Context: an optimization exercise on an open-source flow, tuned for small area, a short achievable clock period and few clock cycles per item. The choices shown serve that exercise and are no tape-out recipe.
Function was checked by simulation only, so behaviour that the tests miss may differ from the original.
Power figures rest on the tool's default switching activity, not on a simulated workload.

==> flow/design.v <==
package swac_pkg;
	localparam logic [9:0] HDR_END     = 10'd12;
	localparam logic [9:0] HDR_ACK     = 10'd8;
	localparam logic [9:0] PAYLOAD_MAX = 10'd500;
	localparam logic [1:0] KIND_DATA = 2'd0;
	localparam logic [1:0] KIND_END  = 2'd1;
	localparam logic [1:0] KIND_RECV = 2'd2;
	localparam logic [1:0] KIND_TICK = 2'd3;
	localparam logic [2:0] ACT_SEND   = 3'd0;
	localparam logic [2:0] ACT_END    = 3'd1;
	localparam logic [2:0] ACT_RESEND = 3'd2;
	localparam logic [2:0] ACT_ACK    = 3'd3;
	localparam logic [2:0] ACT_PIGGY  = 3'd4;
	localparam logic [2:0] ACT_DELIV  = 3'd5;
	localparam logic [2:0] ACT_FULL   = 3'd6;
	localparam logic [2:0] ACT_CLOSE  = 3'd7;
	localparam logic [1:0] REG_WINDOW  = 2'd0;
	localparam logic [1:0] REG_TICK    = 2'd1;
	localparam logic [1:0] REG_TIMEOUT = 2'd2;
endpackage
module swac_cell (
	input  logic        clk,
	input  logic        wr_en,
	input  logic        ack_en,
	input  logic [31:0] wr_seq,
	input  logic [31:0] wr_ack,
	input  logic [9:0]  wr_len,
	input  logic [31:0] cmp_x,
	input  logic        le_mode,
	output logic [31:0] seq,
	output logic [31:0] ack,
	output logic [9:0]  len,
	output logic        hit
);
	logic [32:0] diff;
	always_ff @(posedge clk) begin
		if (wr_en) begin
			seq <= wr_seq;
			len <= wr_len;
		end
		if (ack_en) begin
			ack <= wr_ack;
		end
	end
	assign diff = {1'b0, cmp_x} + {1'b0, ~seq} + 33'(le_mode);
	assign hit  = diff[32];
endmodule
module sliding_window_arq_control (
	input  logic        clk,
	input  logic        arst_n,
	input  logic        s_tvalid,
	output logic        s_tready,
	input  logic [47:0] s_tdata,    
	input  logic [1:0]  s_tuser,    
	output logic        m_tvalid,
	input  logic        m_tready,
	output logic [79:0] m_tdata,    
	output logic [2:0]  m_tuser,    
	output logic        m_tlast,
	input  logic        cfg_valid,
	output logic        cfg_ready,
	input  logic [1:0]  cfg_index,
	input  logic [30:0] cfg_data
);
	logic [3:0]  window_q;
	logic [15:0] tick_q;
	logic [30:0] timeout_q;
	logic [2:0]  head_q, tail_q;
	logic [7:0]  occ_q;             
	logic [31:0] send_seq_q, expect_q, mark_q, countdown_q;
	logic        ended_q;
	logic        in_v_q;
	logic [1:0]  in_kind_q;
	logic [9:0]  in_len_q;
	logic [31:0] in_ack_q;
	logic        sec_v_q, sec_close_q;
	logic [9:0]  sec_len_q;
	logic        walk_v_q;
	logic [7:0]  walk_q;
	logic        out_v_q, q2_v_q;
	logic [80:0] out_q, q2_q;       
	logic [31:0] c_seq [8];
	logic [31:0] c_ack [8];
	logic [9:0]  c_len [8];
	logic [7:0]  hit, wr_en, ack_en;
	logic [2:0] size_m1, tail_m1, tail_nx, rd_idx, pick;
	logic       empty, full, space;
	always_comb begin
		if (window_q == 4'd0)       size_m1 = 3'd0;
		else if (window_q[3])       size_m1 = 3'd7;
		else                        size_m1 = 3'(window_q - 4'd1);
	end
	assign tail_m1 = (tail_q == 3'd0) ? size_m1 : tail_q - 3'd1;
	assign tail_nx = (tail_q == size_m1) ? 3'd0 : tail_q + 3'd1;
	assign empty   = (occ_q == 8'd0);
	assign full    = !empty && (head_q == tail_q);
	assign space   = !full;
	logic is_data, is_end, is_recv, is_tick, is_ack, is_hdr;
	assign is_data = (in_kind_q == swac_pkg::KIND_DATA);
	assign is_end  = (in_kind_q == swac_pkg::KIND_END);
	assign is_recv = (in_kind_q == swac_pkg::KIND_RECV);
	assign is_tick = (in_kind_q == swac_pkg::KIND_TICK);
	assign is_ack  = is_recv && (in_len_q == swac_pkg::HDR_ACK);
	assign is_hdr  = is_recv && (in_len_q == swac_pkg::HDR_END);
	logic makes_word, room, fire;
	assign makes_word = is_end || is_recv && !is_ack || is_data && (full || in_len_q != 10'd0);
	assign room = !q2_v_q;
	always_comb begin
		if (!in_v_q)          fire = 1'b0;
		else if (makes_word)  fire = room && !sec_v_q && !walk_v_q;
		else                  fire = !walk_v_q;
	end
	assign s_tready = !in_v_q || fire;
	logic [31:0] rd_seq, rd_ack;
	logic [9:0]  rd_len;
	assign rd_idx = walk_v_q ? pick : tail_m1;
	assign rd_seq = c_seq[rd_idx];
	assign rd_ack = c_ack[rd_idx];
	assign rd_len = c_len[rd_idx];
	logic [31:0] cmp_x;
	assign cmp_x = is_tick ? mark_q : in_ack_q;
	logic [7:0] stop, stop_rot, keep_rot, keep, occ_pop;
	logic [2:0] first_stop;
	assign stop     = occ_q & ~hit;
	assign stop_rot = (8'(stop >> head_q)) | (8'(stop << (4'd8 - 4'(head_q))));
	always_comb begin
		keep_rot = 8'd0;
		for (int j = 7; j >= 0; j--) begin
			if (stop_rot[j]) keep_rot = 8'hFF << j;
		end
	end
	assign keep = (8'(keep_rot << head_q)) | (8'(keep_rot >> (4'd8 - 4'(head_q))));
	assign occ_pop = occ_q & keep;
	always_comb begin
		first_stop = 3'd0;
		for (int j = 7; j >= 0; j--) begin
			if (stop_rot[j]) first_stop = 3'(j);
		end
	end
	logic [7:0] walk_rot, walk_rest;
	logic [2:0] walk_first;
	assign walk_rot = (8'(walk_q >> head_q)) | (8'(walk_q << (4'd8 - 4'(head_q))));
	always_comb begin
		walk_first = 3'd0;
		for (int j = 7; j >= 0; j--) begin
			if (walk_rot[j]) walk_first = 3'(j);
		end
	end
	assign pick      = head_q + walk_first;
	assign walk_rest = walk_q & ~(8'd1 << pick);
	logic [32:0] cd_diff;
	logic        cd_zero;
	assign cd_diff = {1'b0, countdown_q} - {17'd0, tick_q};
	assign cd_zero = cd_diff[32] || (cd_diff[31:0] == 32'd0);
	logic [9:0] pay_len, deliv_len;
	assign pay_len   = ((in_len_q > swac_pkg::PAYLOAD_MAX) ? swac_pkg::PAYLOAD_MAX : in_len_q)
	                   + swac_pkg::HDR_END;
	assign deliv_len = (in_len_q >= swac_pkg::HDR_END) ? in_len_q - swac_pkg::HDR_END : 10'd0;
	logic [31:0] expect_p1;
	assign expect_p1 = expect_q + 32'd1;
	logic        push;
	logic [2:0]  w_act, w_slot;
	logic [31:0] w_seq, w_ack;
	logic [9:0]  w_len;
	logic        w_last;
	logic        do_push_slot, do_piggy;
	always_comb begin
		push   = 1'b0;
		w_act  = swac_pkg::ACT_FULL;
		w_slot = 3'd0;
		w_seq  = 32'd0;
		w_ack  = 32'd0;
		w_len  = 10'd0;
		w_last = 1'b1;
		do_push_slot = 1'b0;
		do_piggy     = 1'b0;
		if (sec_v_q) begin
			push  = room;
			w_act = sec_close_q ? swac_pkg::ACT_CLOSE : swac_pkg::ACT_DELIV;
			w_len = sec_len_q;
		end else if (walk_v_q) begin
			push   = room;
			w_act  = swac_pkg::ACT_RESEND;
			w_slot = pick;
			w_seq  = rd_seq;
			w_ack  = rd_ack;
			w_len  = rd_len;
			w_last = (walk_rest == 8'd0);
		end else if (fire && makes_word) begin
			push = 1'b1;
			if ((is_data || is_end) && full) begin
				w_act = swac_pkg::ACT_FULL;
			end else if (is_data) begin
				do_push_slot = 1'b1;
				w_act  = swac_pkg::ACT_SEND;
				w_slot = tail_q;
				w_seq  = send_seq_q;
				w_ack  = expect_q;
				w_len  = pay_len;
			end else if (is_end) begin
				w_act = swac_pkg::ACT_END;
				w_seq = send_seq_q;
				w_ack = expect_q;
				w_len = swac_pkg::HDR_END;
			end else if (is_hdr) begin
				w_act  = swac_pkg::ACT_DELIV;
				w_last = !(ended_q && empty);
			end else if (empty) begin
				w_act  = swac_pkg::ACT_ACK;
				w_ack  = expect_p1;
				w_len  = swac_pkg::HDR_ACK;
				w_last = 1'b0;
			end else begin
				do_piggy = 1'b1;
				w_act  = swac_pkg::ACT_PIGGY;
				w_slot = tail_m1;
				w_seq  = rd_seq;
				w_ack  = expect_p1;
				w_len  = rd_len;
				w_last = 1'b0;
			end
		end
	end
	for (genvar g = 0; g < 8; g++) begin : g_cell
		assign wr_en[g]  = do_push_slot && (tail_q == 3'(g));
		assign ack_en[g] = wr_en[g] || do_piggy && (tail_m1 == 3'(g));
		swac_cell u_cell (
			.clk     (clk),
			.wr_en   (wr_en[g]),
			.ack_en  (ack_en[g]),
			.wr_seq  (send_seq_q),
			.wr_ack  (do_piggy ? expect_p1 : expect_q),
			.wr_len  (pay_len),
			.cmp_x   (cmp_x),
			.le_mode (is_tick),
			.seq     (c_seq[g]),
			.ack     (c_ack[g]),
			.len     (c_len[g]),
			.hit     (hit[g])
		);
	end
	always_ff @(posedge clk or negedge arst_n) begin
		if (!arst_n) begin
			window_q    <= 4'd8;
			tick_q      <= 16'd10;
			timeout_q   <= 31'd200;
			head_q      <= 3'd0;
			tail_q      <= 3'd0;
			occ_q       <= 8'd0;
			send_seq_q  <= 32'd1;
			expect_q    <= 32'd1;
			mark_q      <= 32'd0;
			countdown_q <= 32'd200;
			ended_q     <= 1'b0;
			in_v_q      <= 1'b0;
			sec_v_q     <= 1'b0;
			walk_v_q    <= 1'b0;
		end else begin
			if (s_tvalid && s_tready) begin
				in_v_q <= 1'b1;
			end else if (fire) begin
				in_v_q <= 1'b0;
			end
			if (sec_v_q && room) begin
				sec_v_q <= 1'b0;
			end
			if (walk_v_q && !sec_v_q && room && walk_rest == 8'd0) begin
				walk_v_q <= 1'b0;
			end
			if (fire) begin
				case (in_kind_q)
					swac_pkg::KIND_DATA: begin
						if (space) begin
							ended_q <= 1'b0;
							if (in_len_q != 10'd0) begin
								tail_q     <= tail_nx;
								occ_q      <= occ_q | (8'd1 << tail_q);
								send_seq_q <= send_seq_q + 32'd1;
							end
						end
					end
					swac_pkg::KIND_END: begin
						if (space) begin
							ended_q    <= 1'b1;
							send_seq_q <= send_seq_q + 32'd1;
						end
					end
					swac_pkg::KIND_RECV: begin
						if (is_ack) begin
							occ_q <= occ_pop;
							if (occ_pop == 8'd0) begin
								head_q <= tail_q;
							end else begin
								head_q <= head_q + first_stop;
							end
						end else if (is_hdr) begin
							if (ended_q && empty) begin
								sec_v_q <= 1'b1;
							end
						end else begin
							expect_q <= expect_p1;
							sec_v_q  <= 1'b1;
						end
					end
					default: begin
						if (cd_zero && !empty) begin
							mark_q      <= rd_seq;
							countdown_q <= 32'(timeout_q);
							walk_v_q    <= ((occ_q & hit) != 8'd0);
						end else begin
							countdown_q <= cd_zero ? 32'd0 : cd_diff[31:0];
						end
					end
				endcase
			end
			if (cfg_valid) begin
				case (cfg_index)
					swac_pkg::REG_WINDOW: begin
						window_q <= cfg_data[3:0];
						head_q   <= 3'd0;
						tail_q   <= 3'd0;
						occ_q    <= 8'd0;
					end
					swac_pkg::REG_TICK:    tick_q    <= cfg_data[15:0];
					swac_pkg::REG_TIMEOUT: timeout_q <= cfg_data;
					default: ;
				endcase
			end
		end
	end
	always_ff @(posedge clk) begin
		if (s_tvalid && s_tready) begin
			in_kind_q <= s_tuser;
			in_len_q  <= s_tdata[9:0];
			in_ack_q  <= s_tdata[41:10];
		end
		if (fire && is_recv && !is_ack) begin
			sec_close_q <= is_hdr;
			sec_len_q   <= is_hdr ? 10'd0 : deliv_len;
		end
		if (fire && is_tick) begin
			walk_q <= occ_q & hit;
		end else if (walk_v_q && !sec_v_q && room) begin
			walk_q <= walk_rest;
		end
	end
	logic out_free;
	assign out_free = !out_v_q || m_tready;
	always_ff @(posedge clk or negedge arst_n) begin
		if (!arst_n) begin
			out_v_q <= 1'b0;
			q2_v_q  <= 1'b0;
		end else begin
			if (out_free) begin
				out_v_q <= q2_v_q || push;
			end
			if (q2_v_q) begin
				q2_v_q <= !out_free || push;
			end else begin
				q2_v_q <= push && !out_free;
			end
		end
	end
	logic [80:0] w_word;
	assign w_word = {w_last, w_slot, w_len, w_ack, w_seq, w_act};
	always_ff @(posedge clk) begin
		if (out_free) begin
			out_q <= q2_v_q ? q2_q : w_word;
		end
		if (push && (q2_v_q ? out_free : !out_free)) begin
			q2_q <= w_word;
		end
	end
	assign m_tvalid  = out_v_q;
	assign m_tuser   = out_q[2:0];
	assign m_tdata   = {3'd0, out_q[79:3]};
	assign m_tlast   = out_q[80];
	assign cfg_ready = 1'b1;
endmodule
==> flow/run.sh <==
#!/bin/bash
# synth_recipe.tcl (not shown) runs the flow's synth.tcl, then flattens the netlist and writes it again
# the make line also repeats each setting of config.mk as NAME=value (left out here)
make -C /OpenROAD-flow-scripts/flow DESIGN_CONFIG=/design/flow/config.mk WORK_HOME=/design/flow/orfs CLKGATE_MAP_FILE= SYNTH_SCRIPT=/design/flow/synth_recipe.tcl finish
==> flow/config.mk <==
export PLATFORM = sky130hd
export DESIGN_NAME = sliding_window_arq_control
export DESIGN_NICKNAME = sliding_window_arq_control
export VERILOG_FILES = /design/flow/design.v
export SDC_FILE = /design/flow/constraint.sdc
export NUM_CORES = 4
export LEC_CHECK = 0
export CAP_MARGIN = 20
export CORE_MARGIN = 2
export CORE_UTILIZATION = 40
export SLEW_MARGIN = 20
==> flow/constraint.sdc <==
create_clock -name core_clock -period 10.0 [get_ports {clk}]
set_input_delay 2.0000 -clock core_clock [delete_from_list [all_inputs] [get_ports {clk}]]
set_output_delay 2.0000 -clock core_clock [all_outputs]
set_load 0.01 [all_outputs]
==> run notes <==
==> layer usage <==
metal / share of wire, % / track usage [%] / vias to the layer above
met5: 0.0065 / 0 / -
met4: 3.5 / 8.697 / 2
met3: 7.8 / 4.324 / 291
met2: 46 / 39.62 / 1591
met1: 43 / 34.84 / 18850
li1: - / - / 17110
==> power groups by stage <==
stage / sequential (uW) / combinational (uW) / clock [uW]
2_1_floorplan: 5310 / 3150 / 0
3_3_place_gp: 5370 / 5040 / 0
3_5_place_dp: 5370 / 5070 / 0
4_1_cts: 5290 / 5100 / 4380
5_1_grt: 5330 / 5520 / 4540
6_report: 5290 / 5160 / 4310
==> metrics by stage <==
stage,util (%),std cells
5_1_grt,46.21,6534
3_5_place_dp,43.23,6323
3_3_place_gp,43.22,6322
4_1_cts,46.21,6534
6_report,46.21,6534
2_1_floorplan,-,4542
==> registers in the layout, indices dropped and copies added, names as in the netlist, 4 cells and up <==
| register | cells |
|---|---|
| window_q | 4 |
| timeout_q | 31 |
| g_cell.u_cell.len | 80 |
| expect_q | 32 |
| q2_q | 81 |
| occ_q | 8 |
| in_len_q | 10 |
| mark_q | 32 |
| out_q | 81 |
| tick_q | 16 |
| walk_q | 8 |
| g_cell.u_cell.ack | 256 |
| sec_len_q | 10 |
| send_seq_q | 32 |
| g_cell.u_cell.seq | 256 |
| countdown_q | 32 |
| in_ack_q | 32 |
==> cell usage after synthesis (all sizes together) (74+ instances only) <==
library cell / count / share of area, %
clkbuf: 159 / 1.2
nor2: 298 / 2.2
inv: 316 / 2.3
buf: 81 / 0.89
o21ai: 265 / 2.6
mux2: 149 / 3.2
dfrtp: 188 / 9.1
nand2: 499 / 3.6
ha: 291 / 7.0
edfxtp: 817 / 47
nand3: 91 / 0.88
a21oi: 351 / 3.4
nor3: 74 / 0.71
==> worst max-delay path: stages (launching register included) <==
cell      delay [ns]
edfxtp_1        0.53
nand2_2         0.59
buf_4           0.53
mux2_2          0.50
ha_1            0.33
nand2_1         0.12
nor4_1          0.77
o31ai_1         0.39
a21oi_1         0.49
nor2_1          0.18
a32oi_1         0.27
mux2i_1         0.18
a211oi_1        0.62
nand4_1         0.66
nor2_1          0.58
mux2_2          0.39
a21oi_1         0.13
==> logic make-up after synthesis <==
family,Yosys count,share of synthesized area [%]
other,2,0.01449
DFF,1016,56.98
adders and majority gates,294,7.142
buffers and inverters,559,4.351
and+or+nand+nor,1222,10.74
xor gates and xnor gates,121,2.045
muxes,224,5.362
AOI/OAI and AO/OA,1102,13.37
==> worst paths after layout <==
| kind | from | slack [ns] | end | cells past startpoint |
|---|---|---|---|---|
| setup / recovery | in_kind_q[1] | 2.62 | head_q[1] | 16 |
| hold / removal | timeout_q[17] | 0.47 | countdown_q[17] | 1 |
| setup reg to reg | in_kind_q[1] | 2.62 | head_q[1] | 16 |
| hold reg to reg | timeout_q[17] | 0.47 | countdown_q[17] | 1 |
| max in group asynchronous | arst_n | 7.24 | head_q[0] | 2 |
| min in group asynchronous | arst_n | 1.32 | mark_q[0] | 1 |
==> final cells by class <==
cell class / count / share of cell area, %
clock inverters: 68 / 1.455
repair buffers: 279 / 4.270
well taps: 1742 / 3.657
multi-input cells: 2967 / 34.06
flip-flops and latches: 1016 / 49.55
inverters: 319 / 2.011
clock buffers: 143 / 4.996
==> flow_metrics.env <==
export IMPL_num_rows=132
export IMPL_multi_input_area_sq_um=20300
export IMPL_critical_path_arrival_ns=8.07
export IMPL_drtPass1Iterations=5
export IMPL_layout_min_cycle_time_ns=7.384
export IMPL_peakVddDrop_uv=194.5
export IMPL_yosys_warnings=5
export IMPL_cap_violations=0
export IMPL_dpl_hpwl_microns=108800
export IMPL_async_reset_ff_share_pct=19.59
export IMPL_outcome="finished clean"
export IMPL_max_slew_margin_pct=25.69
export IMPL_p_leak_uw=0.02391
export IMPL_clock_fmax_mhz=135.4
export IMPL_most_common_layout_cells="edfxtp_1 (817), nand2_1 (496), a21oi_1 (351)"
export IMPL_synth_flop_cell="edfxtp_1"
export IMPL_fin_skew_ns=0.05847
export IMPL_routed_wirelength_microns=168000
export IMPL_die_area_sq_um=132500
export IMPL_antenna_found_initial=1
export IMPL_track_usage_pct=25.08
export IMPL_avgRoutedWirePerCell_microns=25.71
export IMPL_die_x_microns=363.9
export IMPL_routabilityCongestion=0.9549
export IMPL_p_sw_share_pct=37.39
export IMPL_ys_seq_area_share_pct=56.98
export IMPL_worstPathRequired_ns=10.68
export IMPL_via_per_inst=5.792
export IMPL_seqPwrFrac_pct=35.8
export IMPL_worst_setup_path_start_kind="register"
export IMPL_finalPower_uw=14760
export IMPL_setup_slack_ns=2.616
export IMPL_path_max_fanout=19
export IMPL_antenna_cells=0
export IMPL_path_class="reg -> reg"
export IMPL_drive_above_1_share_pct=11.56
export IMPL_synth_edff_count=817
export IMPL_clkPwrFrac_pct=29.2
export IMPL_path_clk_slew_ns=0.06
export IMPL_postSynthCellCount=4540
export IMPL_final_hold_violation_count=0
export IMPL_ant_nets=0
export IMPL_nets=5076
export IMPL_port_buffers=164
export IMPL_seq_area_sq_um=29530
export IMPL_p_sw_uw=5519
export IMPL_hold_buffers=0
export IMPL_pwr_share_comb_pct=34.9
export IMPL_netlist_area_sq_um=51820
export IMPL_initial_core_util_pct=40.18
export IMPL_tritoncts="yes"
export IMPL_first_iter_violations=3806
export IMPL_min_path_type="reg -> reg"
export IMPL_routed_via_count=37840
export IMPL_setup_viol=0
export IMPL_grt_pass1_vias=36820
export IMPL_areaGrowthSynthToFinish_pct=15.02
export IMPL_cts_root_buffer="clkbuf_16"
export IMPL_tightest_slew_ns=1.115
export IMPL_finalCritPeriodShare_pct=73.84
export IMPL_power_density_nw_per_um2=247.6
export IMPL_post_cts_resize_count=0
export IMPL_setup_tns_ns=0
export IMPL_rsz0062_at_grt="no"
export IMPL_grt_ovfl_total=0
export IMPL_cts_htree_levels=3
export IMPL_coreArea_sq_um=129000
export IMPL_postLayoutCellArea_sq_um=59610
export IMPL_cts_buffers=111
export IMPL_clockBufferDepth=3
export IMPL_fillers=11770
export IMPL_critPathCaptureType="register"
export IMPL_yosysUniqueCellTypes=92
export IMPL_grt_max_degree=118
export IMPL_pre_cts_ws_ns=2.784
export IMPL_ys_ff_latch=1016
export IMPL_pin_count=175
export IMPL_clk_insertion_delay_late_ns=0.77
export IMPL_cts_num_sinks=1016
export IMPL_layout_commonest_cell="edfxtp_1"
export IMPL_placed_area_sq_um=55760
export IMPL_die_h_microns=363.9
export IMPL_avgSynthCellArea_sq_um=11.41
export IMPL_intPower_uw=9241
export IMPL_grt_pass1_wl_microns=246000
export IMPL_cts_setup_buffers=0
export IMPL_slew_viol_final=0
export IMPL_drc=0
export IMPL_whs_ns=0.4697
Testbench counts, summed over its fixed seeds: cycles 5,350, items 4,800.

==> static timing again, ports no longer ideal <==
The flow's constraints put no driver on any port. The routed layout listed below was extracted and timed again, unchanged, in two steps. Step 1 (the two cells are an assumption about what drives the block):
set clk [get_ports {clk}]
set_driving_cell -lib_cell sky130_fd_sc_hd__clkbuf_16 $clk
set_driving_cell -lib_cell sky130_fd_sc_hd__buf_2 [delete_from_list [all_inputs] $clk]
Step 2 times the ports against the registers' clock, not the clock port: input delays grow and output delays shrink by t, the midpoint of the rising clock arrivals with the driver on. a / b / c = ideal / step 1 / step 2; a / b = the first two.
shift t [ns]: 0.823
setup WS [ns]: 2.616 / 2.616 / 2.616
latest minus earliest clock arrival (ns): 0.059 / 0.059
After both steps setup and hold are still met in this run. The setup slack of this run moves by 0.000 ns with the drivers and by 0.000 ns with both steps.
